Context: an optimization exercise on an open-source flow, tuned for small area and a short achievable clock period. The choices shown serve that exercise and are no tape-out recipe.
Function was checked by simulation only, so behaviour that the tests miss may differ from the original.
Power is estimated from default activity; no workload was simulated.

`flow/constraint.sdc`:
```
create_clock -name core_clock -period 6.0 [get_ports {clk}]
set_input_delay 1.2000 -clock core_clock [delete_from_list [all_inputs] [get_ports {clk}]]
set_output_delay 1.2000 -clock core_clock [all_outputs]
set_load 0.01 [all_outputs]
```
`flow/run.sh`:
```
#!/bin/bash
# synth_recipe.tcl (not shown) runs the flow's synth.tcl, then flattens the netlist and writes it again
# the make line also repeats each setting of config.mk as NAME=value (left out here)
make -C /OpenROAD-flow-scripts/flow DESIGN_CONFIG=/design/flow/config.mk WORK_HOME=/design/flow/orfs CLKGATE_MAP_FILE= SYNTH_SCRIPT=/design/flow/synth_recipe.tcl finish
```
`flow/design.v`:
```
package cpu_pkg;
	localparam int xlen       = 32;  
	localparam int reg_addr_w = 5;   
	localparam int iw         = 27;  
	localparam logic [5:0] op_rtype = 6'b000000;
	localparam logic [5:0] op_addi  = 6'b001000;
	localparam logic [5:0] op_beq   = 6'b000100;
	localparam logic [5:0] fn_add = 6'd32;
	localparam logic [5:0] fn_sub = 6'd34;
	localparam logic [5:0] fn_and = 6'd36;
	localparam logic [5:0] fn_or  = 6'd37;
	localparam logic [5:0] fn_nor = 6'd39;
	localparam logic [5:0] fn_slt = 6'd42;
	localparam logic [2:0] k_add = 3'b000;
	localparam logic [2:0] k_sub = 3'b001;
	localparam logic [2:0] k_beq = 3'b010;
	localparam logic [2:0] k_slt = 3'b011;
	localparam logic [2:0] k_and = 3'b100;
	localparam logic [2:0] k_or  = 3'b101;
	localparam logic [2:0] k_nor = 3'b110;
	localparam logic [2:0] k_zero = 3'b111;  
	localparam int fw = 12 + 12 + 17;
endpackage
`timescale 1ns/100ps
module reg_file (
	input  logic        clk,
	input  logic        rst,
	input  logic [3:0]  i_rs_lo,   
	input  logic [7:0]  i_rs_hi,   
	input  logic [3:0]  i_rt_lo,
	input  logic [7:0]  i_rt_hi,
	input  logic        i_we,      
	input  logic [31:1] i_wsel,    
	input  logic [31:0] i_wdata,
	output logic [31:0] o_rs_data,
	output logic [31:0] o_rt_data
);
	logic [31:0] regs [1:31];
	logic [31:1] valid;
	always_comb
	begin
		o_rs_data = '0;
		o_rt_data = '0;
		for (int i = 1; i < 32; i++)
		begin
			o_rs_data = o_rs_data | ({32{i_rs_lo[i % 4] & i_rs_hi[i / 4] & valid[i]}} & regs[i]);
			o_rt_data = o_rt_data | ({32{i_rt_lo[i % 4] & i_rt_hi[i / 4] & valid[i]}} & regs[i]);
		end
	end
	always_ff @(posedge clk)
	begin
		for (int i = 1; i < 32; i++)
		begin
			if (!rst)
				valid[i] <= 1'b0;
			else if (i_we && i_wsel[i])
				valid[i] <= 1'b1;
		end
	end
	always_ff @(posedge clk)
	begin
		for (int i = 1; i < 32; i++)
			if (i_we && i_wsel[i])
				regs[i] <= i_wdata;
	end
endmodule
`timescale 1ns/100ps
module fetch_stage (
	input  logic                   clk,
	input  logic                   rst,
	input  logic                   i_stall,
	input  logic                   i_branch_taken,   
	input  logic [5:0]             i_branch_target,  
	input  logic                   i_imem_we,
	input  logic [5:0]             i_imem_addr,
	input  logic [31:0]            i_imem_data,
	output logic [cpu_pkg::fw-1:0] o_instr,
	output logic [5:0]             o_pc_next,        
	output logic                   o_valid
);
	logic [cpu_pkg::iw-1:0] imem [64];
	logic [5:0]             pc;  
	logic [5:0]             pc_plus1;
	logic [cpu_pkg::iw-1:0] wword;
	logic [cpu_pkg::iw-1:0] fword;
	logic [5:0] op, fn;
	logic [2:0] kind;
	logic       known;
	assign op = i_imem_data[31:26];
	assign fn = i_imem_data[5:0];
	always_comb
	begin
		known = 1'b1;
		kind  = cpu_pkg::k_zero;
		if (op == cpu_pkg::op_rtype)
		begin
			case (fn)
				cpu_pkg::fn_add: kind = cpu_pkg::k_add;
				cpu_pkg::fn_sub: kind = cpu_pkg::k_sub;
				cpu_pkg::fn_and: kind = cpu_pkg::k_and;
				cpu_pkg::fn_or:  kind = cpu_pkg::k_or;
				cpu_pkg::fn_nor: kind = cpu_pkg::k_nor;
				cpu_pkg::fn_slt: kind = cpu_pkg::k_slt;
				default:         kind = cpu_pkg::k_zero;  
			endcase
		end
		else if (op == cpu_pkg::op_beq)
			kind = cpu_pkg::k_beq;
		else if (op != cpu_pkg::op_addi)
			known = 1'b0;  
	end
	assign wword = {i_imem_data[25:16], op == cpu_pkg::op_addi,
	                i_imem_data[15:11] & {5{known}},
	                (op == cpu_pkg::op_addi) ? i_imem_data[10:8] : kind,
	                i_imem_data[7:0]};
	always_ff @(posedge clk)
	begin
		if (i_imem_we)
			imem[i_imem_addr] <= wword;
	end
	assign pc_plus1 = pc + 6'd1;
	logic [7:0] pc_lo, pc_hi;
	logic [7:0] tgt_lo, tgt_hi;
	assign tgt_lo = 8'b00000001 << i_branch_target[2:0];
	assign tgt_hi = 8'b00000001 << i_branch_target[5:3];
	always_ff @(posedge clk)
	begin
		if (!rst)
		begin
			pc      <= '0;
			pc_lo   <= 8'b00000001;
			pc_hi   <= 8'b00000001;
			o_valid <= 1'b0;
		end
		else if (!i_stall)
		begin
			pc      <= i_branch_taken ? i_branch_target : pc_plus1;
			pc_lo   <= i_branch_taken ? tgt_lo : {pc_lo[6:0], pc_lo[7]};
			pc_hi   <= i_branch_taken ? tgt_hi : (pc_lo[7] ? {pc_hi[6:0], pc_hi[7]} : pc_hi);
			o_valid <= !i_branch_taken;  
		end
	end
	always_comb
	begin
		fword = '0;
		for (int w = 0; w < 64; w++)
			fword = fword | ({cpu_pkg::iw{pc_lo[w % 8] & pc_hi[w / 8]}} & imem[w]);
	end
	always_ff @(posedge clk)
	begin
		if (!i_stall)
		begin
			o_instr   <= {4'b0001 << fword[23:22], 8'b00000001 << fword[26:24],
			              4'b0001 << fword[18:17], 8'b00000001 << fword[21:19],
			              fword[16:0]};
			o_pc_next <= pc_plus1;
		end
	end
endmodule
`timescale 1ns/100ps
module decode_stage (
	input  logic                   clk,
	input  logic                   rst,
	input  logic                   i_stall,
	input  logic                   i_flush,    
	input  logic [cpu_pkg::fw-1:0] i_instr,
	input  logic [5:0]             i_pc_next,
	input  logic                   i_valid,
	input  logic                   i_we,       
	input  logic [31:1]            i_wsel,
	input  logic [31:0]            i_wdata,
	output logic [31:0]            o_p,        
	output logic [31:0]            o_g,        
	output logic                   o_cin,      
	output logic [4:0]             o_sel,      
	output logic [5:0]             o_t,        
	output logic [31:1]            o_wsel,     
	output logic                   o_wr,       
	output logic                   o_br        
);
	logic [3:0]  rs_lo, rt_lo;
	logic [7:0]  rs_hi, rt_hi;
	logic [16:0] w;
	logic [31:0] rs_data, rt_data, b, bx;
	logic        addi, beq, sub;
	logic [2:0]  kind;
	logic [4:0]  rt, dest;
	logic [5:0]  target;
	assign {rs_lo, rs_hi, rt_lo, rt_hi, w} = i_instr;
	reg_file reg_file_inst (
		.clk       (clk),
		.rst       (rst),
		.i_rs_lo   (rs_lo),
		.i_rs_hi   (rs_hi),
		.i_rt_lo   (rt_lo),
		.i_rt_hi   (rt_hi),
		.i_we      (i_we),
		.i_wsel    (i_wsel),
		.i_wdata   (i_wdata),
		.o_rs_data (rs_data),
		.o_rt_data (rt_data)
	);
	assign rt[0]  = rt_lo[1] | rt_lo[3];
	assign rt[1]  = rt_lo[2] | rt_lo[3];
	assign rt[2]  = rt_hi[1] | rt_hi[3] | rt_hi[5] | rt_hi[7];
	assign rt[3]  = rt_hi[2] | rt_hi[3] | rt_hi[6] | rt_hi[7];
	assign rt[4]  = rt_hi[4] | rt_hi[5] | rt_hi[6] | rt_hi[7];
	assign addi   = w[16];
	assign kind   = addi ? cpu_pkg::k_add : w[10:8];
	assign beq    = kind == cpu_pkg::k_beq;
	assign sub    = kind == cpu_pkg::k_sub || kind == cpu_pkg::k_slt;
	assign dest   = addi ? rt : w[15:11];
	assign target = i_pc_next + w[5:0];
	assign b  = addi ? {{16{w[15]}}, w[15:0]} : rt_data;
	assign bx = b ^ {32{sub}};
	always_ff @(posedge clk)
	begin
		if (!rst)
		begin
			o_wr <= 1'b0;
			o_br <= 1'b0;
		end
		else if (!i_stall)
		begin
			o_wr <= i_valid && !i_flush && !beq && dest != 5'd0;
			o_br <= i_valid && !i_flush && beq;
		end
	end
	always_ff @(posedge clk)
	begin
		if (!i_stall)
		begin
			o_p   <= rs_data ^ bx;
			o_g   <= rs_data & bx;
			o_cin <= sub;
			o_sel <= {kind == cpu_pkg::k_nor, kind == cpu_pkg::k_or, kind == cpu_pkg::k_and,
			          kind == cpu_pkg::k_slt, kind == cpu_pkg::k_add || kind == cpu_pkg::k_sub};
			o_t   <= beq ? target : {1'b0, dest};
			for (int i = 1; i < 32; i++)
				o_wsel[i] <= dest == 5'(i);
		end
	end
endmodule
`timescale 1ns/100ps
module execute_stage (
	input  logic        clk,
	input  logic        rst,
	input  logic        i_stall,
	input  logic [31:0] i_p,
	input  logic [31:0] i_g,
	input  logic        i_cin,
	input  logic [4:0]  i_sel,
	input  logic [5:0]  i_t,
	input  logic        i_wr,
	input  logic        i_br,
	output logic        o_branch_taken,
	output logic [5:0]  o_branch_target,
	output logic        o_rf_we,         
	output logic [31:0] o_rf_wdata,
	output logic        o_we,            
	output logic [4:0]  o_wreg,
	output logic [31:0] o_wdata
);
	logic [31:0] gk [6];  
	logic [31:0] pk [6];
	logic [32:0] c;       
	logic [31:0] sum, lor, res;
	logic        lt;
	logic        we_q;
	always_comb
	begin
		gk[0] = i_g;
		pk[0] = i_p;
		gk[0][0] = i_g[0] | (i_p[0] & i_cin);
		for (int k = 0; k < 5; k++)
			for (int i = 0; i < 32; i++)
				if (i >= (1 << k))
				begin
					gk[k+1][i] = gk[k][i] | (pk[k][i] & gk[k][i - (1 << k)]);
					pk[k+1][i] = pk[k][i] & pk[k][i - (1 << k)];
				end
				else
				begin
					gk[k+1][i] = gk[k][i];
					pk[k+1][i] = pk[k][i];
				end
		c = {gk[5], i_cin};
	end
	assign sum = i_p ^ c[31:0];
	assign lor = i_p | i_g;                        
	assign lt  = i_p[31] ? !c[31] : i_g[31];       
	assign res = ({32{i_sel[0]}} & sum)
	           | {31'd0, i_sel[1] & lt}
	           | ({32{i_sel[2]}} & i_g)
	           | ({32{i_sel[3]}} & lor)
	           | ({32{i_sel[4]}} & ~lor);
	assign o_branch_taken  = i_br && i_p == '0;
	assign o_branch_target = i_t;
	assign o_rf_we    = i_wr && !i_stall;
	assign o_rf_wdata = res;
	always_ff @(posedge clk)
	begin
		if (!rst)
			we_q <= 1'b0;
		else if (!i_stall)
			we_q <= i_wr;
	end
	always_ff @(posedge clk)
	begin
		if (!i_stall)
		begin
			o_wreg  <= i_t[4:0];
			o_wdata <= res;
		end
	end
	assign o_we = we_q && !i_stall;  
endmodule
`timescale 1ns/100ps
module cpu_core #(
	parameter int imem_depth = 64  
) (
	input  logic                              clk,
	input  logic                              rst,
	input  logic                              i_stall,
	input  logic                              i_imem_we,
	input  logic [$clog2(imem_depth)-1:0]     i_imem_addr,
	input  logic [cpu_pkg::xlen-1:0]          i_imem_data,
	output logic                              o_wb_valid,
	output logic [cpu_pkg::reg_addr_w-1:0]    o_wb_reg,
	output logic [cpu_pkg::xlen-1:0]          o_wb_data
);
	logic [cpu_pkg::fw-1:0] f_instr;
	logic [5:0]             f_pc_next;
	logic                   f_valid;
	logic [31:0]            d_p, d_g;
	logic                   d_cin;
	logic [4:0]             d_sel;
	logic [5:0]             d_t;
	logic                   d_wr, d_br;
	logic                   x_taken;
	logic [5:0]             x_target;
	logic                   x_rf_we;
	logic [31:1]            d_wsel;
	logic [31:0]            x_rf_wdata;
	fetch_stage fetch_stage_inst (
		.clk             (clk),
		.rst             (rst),
		.i_stall         (i_stall),
		.i_branch_taken  (x_taken),
		.i_branch_target (x_target),
		.i_imem_we       (i_imem_we),
		.i_imem_addr     (i_imem_addr),
		.i_imem_data     (i_imem_data),
		.o_instr         (f_instr),
		.o_pc_next       (f_pc_next),
		.o_valid         (f_valid)
	);
	decode_stage decode_stage_inst (
		.clk       (clk),
		.rst       (rst),
		.i_stall   (i_stall),
		.i_flush   (x_taken),
		.i_instr   (f_instr),
		.i_pc_next (f_pc_next),
		.i_valid   (f_valid),
		.i_we      (x_rf_we),
		.i_wsel    (d_wsel),
		.i_wdata   (x_rf_wdata),
		.o_p       (d_p),
		.o_g       (d_g),
		.o_cin     (d_cin),
		.o_sel     (d_sel),
		.o_t       (d_t),
		.o_wsel    (d_wsel),
		.o_wr      (d_wr),
		.o_br      (d_br)
	);
	execute_stage execute_stage_inst (
		.clk             (clk),
		.rst             (rst),
		.i_stall         (i_stall),
		.i_p             (d_p),
		.i_g             (d_g),
		.i_cin           (d_cin),
		.i_sel           (d_sel),
		.i_t             (d_t),
		.i_wr            (d_wr),
		.i_br            (d_br),
		.o_branch_taken  (x_taken),
		.o_branch_target (x_target),
		.o_rf_we         (x_rf_we),
		.o_rf_wdata      (x_rf_wdata),
		.o_we            (o_wb_valid),
		.o_wreg          (o_wb_reg),
		.o_wdata         (o_wb_data)
	);
endmodule
```
`flow/config.mk`:
```
export PLATFORM = sky130hd
export DESIGN_NAME = cpu_core
export DESIGN_NICKNAME = cpu_core
export VERILOG_FILES = /design/flow/design.v
export SDC_FILE = /design/flow/constraint.sdc
export NUM_CORES = 4
export LEC_CHECK = 0
export CAP_MARGIN = 20
export CORE_MARGIN = 2
export CORE_UTILIZATION = 40
export SETUP_SLACK_MARGIN = 3.5
export SLEW_MARGIN = 20
export TNS_END_PERCENT = 5
```
==> results_dict.tcl, run 1 <==
set metrics [dict create \
    synthTopCellsByArea "edfxtp_1 (76%), a22oi_1 (4.4%), a22o_1 (4.2%)" \
    path_max_fanout 13 \
    most-common-layout-cells "edfxtp_1 (2,911), a22oi_1 (641), a22o_1 (552)" \
    clkPwrFrac_pct 43.1 \
    worst-r2r-cell-count 5 \
    crit_path_end_kind "flop" \
    cp-start-kind "flop" \
    p_int_w 0.03581 \
    hold_slack_ns 0.5021 \
    synthArstFlopShare_pct 0 \
    synth_edf_count 2911 \
    critPathLaunch "fetch_stage_inst.pc_hi[1]" \
    report.final.hold_viol_count 0 \
    grt_pass1_vias 81090 \
    grt_overflow 0 \
    power.leakage_nw 46.02 \
    clock-sinks 2968 \
    crit_type "reg2reg" \
    crit_arrival_ns 3.81 \
    yosys_warnings 7 \
    p_comb_share_pct 6.2 \
    dr.pass1.iters 15 \
    yosys_register_bits 2968 \
    io_pins 80 \
    cts_max_level 5 \
    ir_drop_mv 0.2986 \
    crit_path_end "fetch_stage_inst.o_instr[3]" \
    seqPwrFrac_pct 50.6 \
    clkSlewWorstSetupHoldPaths_ns 0.06 \
    io_buffers 79 \
    dr_total_vias 89700 \
    grt_use_total_pct 37.48 \
    cts_buffers 308 \
    syn_inst 6843 \
    antenna_left 0 \
    power_density_nw_per_um2 326.2 \
    critPathRequiredTime_ns 6.63 \
    placed_area_um2 122400 \
    antenna_found_initial 53 \
    fp.dieH_um 540.8 \
    slew_violations 0 \
    cts.root.buffer_cell "clkbuf_16" \
    layout.cells.most_common "edfxtp_1" \
    fin_skew_ns 0.07747 \
    synth_area_um2 115300 \
    wl_per_cell_um 48.88 \
    syn_area_per_cell_um2 16.85 \
    p_sw_w 0.01083 \
    viasPerCell 7.688 \
    yosys.cell_types.count 76 \
    status "complete, no violations" \
    cts_tree "done" \
    core_um2 287400 \
    maxClockFrequency_mhz 313.9 \
    clk_latency_ns 0.97 \
    placementRows 197 \
    die_area_um2 292500 \
    final.min_clock_period_ns 3.186 \
    drive_above_1_share_pct 24.48 \
    sw_frac_of_total_pct 23.22 \
    worstHoldPathType "reg2reg" \
    slew_headroom_pct 10.20 \
    yosys_most_used_dff "edfxtp_1" \
    rsz0062_at_grt "true" \
    grt_pass1_wl_um 737300 \
    dp_hpwl_um 278800 \
    nNetsFinal 7660 \
    drt_wl_total_um 570300 \
    rrSetupSlack_ns 2.81 \
    r2r_start "fetch_stage_inst.pc_hi[1]" \
    timing.rr.end "fetch_stage_inst.o_instr[3]" \
    die_w_um 540.8 \
    area_growth_pct 24.02 \
    tns_ns 0 \
    start_util_pct 40.11 \
    maxCapViolCount 0 \
    drcViolationCount 0 \
    setup_violations 0 \
    yosysTopAreaCellShare_pct 75.83 \
    gp_congestion 0.9528 \
    grt_max_degree 148 \
    yosysSeqAreaShare_pct 76.82 \
    fin_crit_sh_pct 53.10 \
    drt_iter0_drc 21320 \
    synth.net_count 6926 \
    clock_path_buffers 4 \
    post-route-util_pct 49.75 \
    worstMarginPinSlew_ns 1.347 \
    final_cell_area_um2 143000 \
    fillers 23030 \
    yosysTopAreaCell "edfxtp_1" \
]
-- routing by layer --
| layer | global-route usage, % | up-vias | share of wire (%) |
|---|---|---|---|
| li1 | - | 30820 | - |
| met1 | 43.88 | 43530 | 31 |
| met2 | 51.79 | 11720 | 40 |
| met3 | 18.43 | 3574 | 19 |
| met4 | 29.93 | 61 | 11 |
| met5 | 1.726 | - | 0.22 |
-- state kept, by name (all words and copies together) (netlist names), 31 cells and up --
register / cells
fetch_stage_inst.imem: 1728
decode_stage_inst.o_g: 32
decode_stage_inst.reg_file_inst.regs: 992
decode_stage_inst.o_p: 32
decode_stage_inst.o_wsel: 31
decode_stage_inst.reg_file_inst.valid: 31
fetch_stage_inst.o_instr: 41
execute_stage_inst.o_wdata: 32
-- repair_timing --
action                                 4_1_cts  5_1_grt
setup endpoints to repair                 3874     3392
endpoints found under the hold margin        0        0
buffers inserted                           390      103
hold buffers                                 0        0
gates cloned                                65       10
gates resized for setup                    756      119
pin swaps                                  190       56
-- layout make-up --
| type | count | area (um2) | share of cell area, % |
|---|---|---|---|
| sequential | 2968 | 88610 | 61.98 |
| multi-input combinational | 3317 | 27790 | 19.44 |
| timing repair buffer | 943 | 11140 | 7.794 |
| clock buffer | 370 | 8054 | 5.633 |
| tap | 3781 | 4731 | 3.309 |
| clock inverter | 190 | 2340 | 1.636 |
| inverter | 39 | 161.4 | 0.1129 |
| antenna | 59 | 147.6 | 0.1033 |
-- cell families (layout without fill, tap and decap cells) --
logic type / after synthesis / after routing / synth area share (%)
DFF: 2968 / 2968 / 76.82
AOI/OAI and AO/OA: 2139 / 2149 / 15.06
and+or+nand+nor: 1018 / 1036 / 4.910
buffers and inverters: 586 / 1542 / 1.995
muxes: 67 / 67 / 0.5817
adders and majority gates: 41 / 41 / 0.4515
xor gates and xnor gates: 24 / 24 / 0.1823
other: 0 / 59 / 0
-- worst min path at each step --
stage	start	endpoint	slack, ns	cells after the start
after floorplan	decode_stage_inst.o_t[0]	execute_stage_inst.o_wreg[0]	0.42	0
after global placement	decode_stage_inst.reg_file_inst.valid[5]	decode_stage_inst.reg_file_inst.valid[5]	0.46	1
after detailed placement	decode_stage_inst.reg_file_inst.valid[7]	decode_stage_inst.reg_file_inst.valid[7]	0.47	1
after CTS	decode_stage_inst.reg_file_inst.valid[5]	decode_stage_inst.reg_file_inst.valid[5]	0.49	1
after global routing	decode_stage_inst.reg_file_inst.valid[11]	decode_stage_inst.reg_file_inst.valid[11]	0.52	1
final	decode_stage_inst.reg_file_inst.valid[11]	decode_stage_inst.reg_file_inst.valid[11]	0.50	1
-- critical path, cell delays in order (launching register included) --
cell      delay (ns)
dfxtp_4         0.40
and2_4          0.33
buf_4           0.36
a221oi_1        0.88
nand4_1         0.18
or4_1           0.67
-- metrics by stage --
step | setup slack, ns | power, W | std cells
floorplan | 3.016 | 0.02489 | 6843
global placement | 1.441 | 0.02603 | 10470
detailed placement | 1.545 | 0.02607 | 10480
CTS | 2.818 | 0.04614 | 11500
global route | 2.842 | 0.04727 | 11610
finish | 2.814 | 0.04664 | 11670
-- power groups by stage --
stage / clock network [W] / logic (W) / registers, W
2_1_floorplan: 0 / 0.00100 / 0.0239
3_3_place_gp: 0 / 0.00197 / 0.0241
3_5_place_dp: 0 / 0.00201 / 0.0241
4_1_cts: 0.0199 / 0.00261 / 0.0236
5_1_grt: 0.0207 / 0.00291 / 0.0236
6_report: 0.0201 / 0.00291 / 0.0236
-- synthesized netlist by cell type, drive strengths merged, types with 57 or more instances --
master	number
a222oi	69
edfxtp	2911
or4	62
dfxtp	57
clkbuf	470
o21ai	58
a221oi	524
a22o	557
nand3	165
nand4	215
and2	109
and3	78
nor2	135
buf	77
nor3	68
nand2	102
a21oi	85
mux2i	67
a22oi	671
==> inputs of run 2 (changes only) <==
--- a/flow/config.mk
+++ b/flow/config.mk
@@ -8,6 +8,7 @@
 export CAP_MARGIN = 20
 export CORE_MARGIN = 2
 export CORE_UTILIZATION = 40
+export CTS_CLUSTER_SIZE = 20
 export SETUP_SLACK_MARGIN = 3.5
 export SLEW_MARGIN = 20
 export TNS_END_PERCENT = 5
==> run 2 against run 1 <==
Register-to-register slack lost 0.03 ns. Clock skew shrank 0.00066 ns. Clock power is essentially flat. Still clean.
==> results_dict.tcl, run 2 <==
set metrics [dict create \
    fin_skew_ns 0.07680 \
    yosys_register_bits 2968 \
    cts_hold_buffers 0 \
    yosysMostFrequentCell "edfxtp_1" \
    fp.dieH_um 540.8 \
    yosysTopAreaCellShare_pct 75.83 \
    die_w_um 540.8 \
    clock-sinks 2968 \
    rsz0062_at_grt "true" \
    cts_buffers 308 \
    start_util_pct 40.11 \
    grt_use_total_pct 37.48 \
    antenna_left 0 \
    grt_pass1_vias 81090 \
    slew_violations 0 \
    synthTopCellsByArea "edfxtp_1 (76%), a22oi_1 (4.4%), a22o_1 (4.2%)" \
    power.leakage_nw 46.03 \
    clkSlewWorstSetupHoldPaths_ns 0.06 \
    area_growth_pct 24.05 \
    synth_common_cells "edfxtp_1 (2,911), a22oi_1 (671), a22o_1 (557), a221oi_1 (517), clkbuf_1 (469)" \
    reg_top3 "fetch_stage_inst.imem x1728, decode_stage_inst.reg_file_inst.regs x992, fetch_stage_inst.o_instr x41" \
    muxShareOfSynthArea_pct 0.5817 \
    top_register "fetch_stage_inst.imem" \
    drt_wl_total_um 570000 \
    synth-simple-area-share_pct 4.910 \
    pre_cts_slack_ns 1.545 \
    ir_drop_mv 0.2987 \
    synthAdderAreaFrac_pct 0.4515 \
    dr_total_vias 89320 \
    cp-start-kind "flop" \
    clkPwrFrac_pct 43.1 \
    worst-r2r-cell-count 6 \
    p_int_w 0.03581 \
    seqPwrFrac_pct 50.6 \
    nNetsFinal 7661 \
    critPathRequiredTime_ns 6.67 \
    die_area_um2 292500 \
    synth-compound-area-share_pct 15.06 \
    report.final.hold_viol_count 0 \
    dp_hpwl_um 278800 \
    crit_path_end_kind "flop" \
    post-route-util_pct 49.76 \
    setup_violations 0 \
    sw_frac_of_total_pct 23.22 \
    fillers 23020 \
    yosysSeqAreaShare_pct 76.82 \
    maxClockFrequency_mhz 310.9 \
    yosysTopAreaCell "edfxtp_1" \
    final.min_clock_period_ns 3.217 \
    wl_per_cell_um 48.82 \
    synth_edf_count 2911 \
    yosys.cell_types.count 76 \
    status "complete, no violations" \
    yosys_warnings 7 \
    dr.pass1.iters 14 \
    maxCapViolCount 0 \
    cts_tree "done" \
    path_max_fanout 16 \
    drt_iter0_drc 21750 \
    synth_area_um2 115300 \
    largest_reg_flops 1728 \
    power_density_nw_per_um2 326.1 \
    io_buffers 79 \
    crit_type "reg2reg" \
    tns_ns 0 \
    crit_arrival_ns 3.89 \
    drcViolationCount 0 \
    worstHoldPathType "reg2reg" \
    slew_headroom_pct 10.69 \
    p_sw_w 0.01083 \
    placementRows 197 \
    synth_top_family_by_area "compound AO/OA/AOI/OAI gates" \
    yosys_most_used_dff "edfxtp_1" \
    cts.root.buffer_cell "clkbuf_16" \
    p_total_w 0.04664 \
    fin_cells 11680 \
    grt_overflow 0 \
    cts_max_level 5 \
    grt_max_degree 148 \
    clk_latency_ns 0.97 \
    syn_inst 6843 \
    grt_pass1_wl_um 737400 \
    rrSetupSlack_ns 2.78 \
    gp_congestion 0.9528 \
    most-common-layout-cells "edfxtp_1 (2,911), a22oi_1 (641), a22o_1 (552)" \
    synthArstFlopShare_pct 0 \
    antenna_found_initial 53 \
    dp_cells 10480 \
    viasPerCell 7.649 \
    io_pins 80 \
    syn_area_per_cell_um2 16.85 \
    synth.net_count 6926 \
    setup_slack_ns 2.784 \
    synth-xor-area-share_pct 0.1823 \
    p_comb_share_pct 6.2 \
    core_um2 287400 \
    layout.cells.most_common "edfxtp_1" \
    clock_path_buffers 4 \
    drive_above_1_share_pct 24.49 \
    worstMarginPinSlew_ns 1.340 \
    fin_crit_sh_pct 53.61 \
    hold-path-cell-count 1 \
]
run 2: worst max-delay path, stage by stage (launching register included):
cell and delay [ns]:
dfxtp_2 0.47, and2_4 0.33, buf_4 0.28, a22o_1 0.29
a221oi_1 0.42, nand4_1 0.42, or4_1 0.70
run 2: kinds of logic (layout without fill, tap and decap cells):
family,after synthesis,count (layout)
other,0,67
flip-flops,2968,2968
AO/OA/AOI/OAI,2139,2149
multiplexers,67,67
adder cells (fa/ha/maj),41,41
AND/OR/NAND/NOR,1018,1036
buffers and inverters,586,1543
XOR/XNOR,24,24
run 2: power by group through the flow:
stage          combinational, W  clock, W  sequential (W)
3_3_place_gp            0.00197         0          0.0241
3_5_place_dp            0.00201         0          0.0241
5_1_grt                 0.00291    0.0207          0.0236
2_1_floorplan           0.00100         0          0.0239
6_report                0.00291    0.0201          0.0236
4_1_cts                 0.00261    0.0199          0.0236
run 2: area by class of cell:
type                            instances  area (um2)  area share, %
Sequential cell                      2968       88610          61.96
Antenna cell                           67       167.7         0.1172
Tap cell                             3781        4731          3.308
Timing Repair Buffer                  944       11150          7.798
Clock buffer                          370        8054          5.632
Multi-Input combinational cell       3317       27790          19.43
Inverter                               39       161.4         0.1129
Clock inverter                        190        2340          1.636
run 2: repair_timing:
item / in CTS / in global routing
cloned: 65 / 10
pin swaps: 190 / 56
gates resized for setup: 756 / 119
setup buffers: 390 / 104
endpoints found under the setup margin: 3874 / 3392
endpoints found under the hold margin: 0 / 0
run 2: stage by stage:
step	hold WS (ns)	instance area [um2]
floorplan	0.4244	116000
global placement	0.4568	122200
detailed placement	0.4669	122400
CTS	0.4904	141200
global route	0.5206	142800
finish	0.5009	143000
run 2: path summary, 6_finish.rpt:
kind,from,end
max,fetch_stage_inst.pc_hi[2],fetch_stage_inst.o_instr[1]
min reg2reg,decode_stage_inst.reg_file_inst.valid[11],decode_stage_inst.reg_file_inst.valid[11]
min,decode_stage_inst.reg_file_inst.valid[11],decode_stage_inst.reg_file_inst.valid[11]
max reg2reg,fetch_stage_inst.pc_hi[2],fetch_stage_inst.o_instr[1]
run 2: per-layer routing:
metal	global-route usage (%)	share of wire (%)	up-vias
li1	-	-	30820
met1	43.88	30	43360
met2	51.79	40	11510
met3	18.43	19	3588
met4	29.93	11	48
met5	1.726	0.17	-

-- afterwards: timing with drivers on the ports --
How much do the figures lean on ideal ports? The routed layouts below were timed once more, with nothing changed but the port constraints.
Step 1 sets driving cells, clkbuf_16 on the clock port and buf_2 on the other inputs (assumed; they add their load-dependent delay and slew).
Step 2, shift: input delay + t, output delay - t, t = (earliest + latest rising clock arrival at the registers) / 2. This alone moves slack from input paths to output paths.
Three values: ideal ports, drivers, drivers and shift; two values: the first two.
run	t, ns	setup slack, ns	worst setup path after step 2	clock arrival spread, ns	worst slew at a driven data input, ns
run 1	1.037	2.814 / 2.743 / 1.837	input to register	0.080 / 0.080	0.06
run 2	1.038	2.783 / 2.742 / 1.860	input to register	0.078 / 0.077	0.06
After both steps every run listed still meets setup and hold. The setup slack of run 1, which loses most, moves by -0.071 ns with the drivers and by -0.977 ns with both steps.
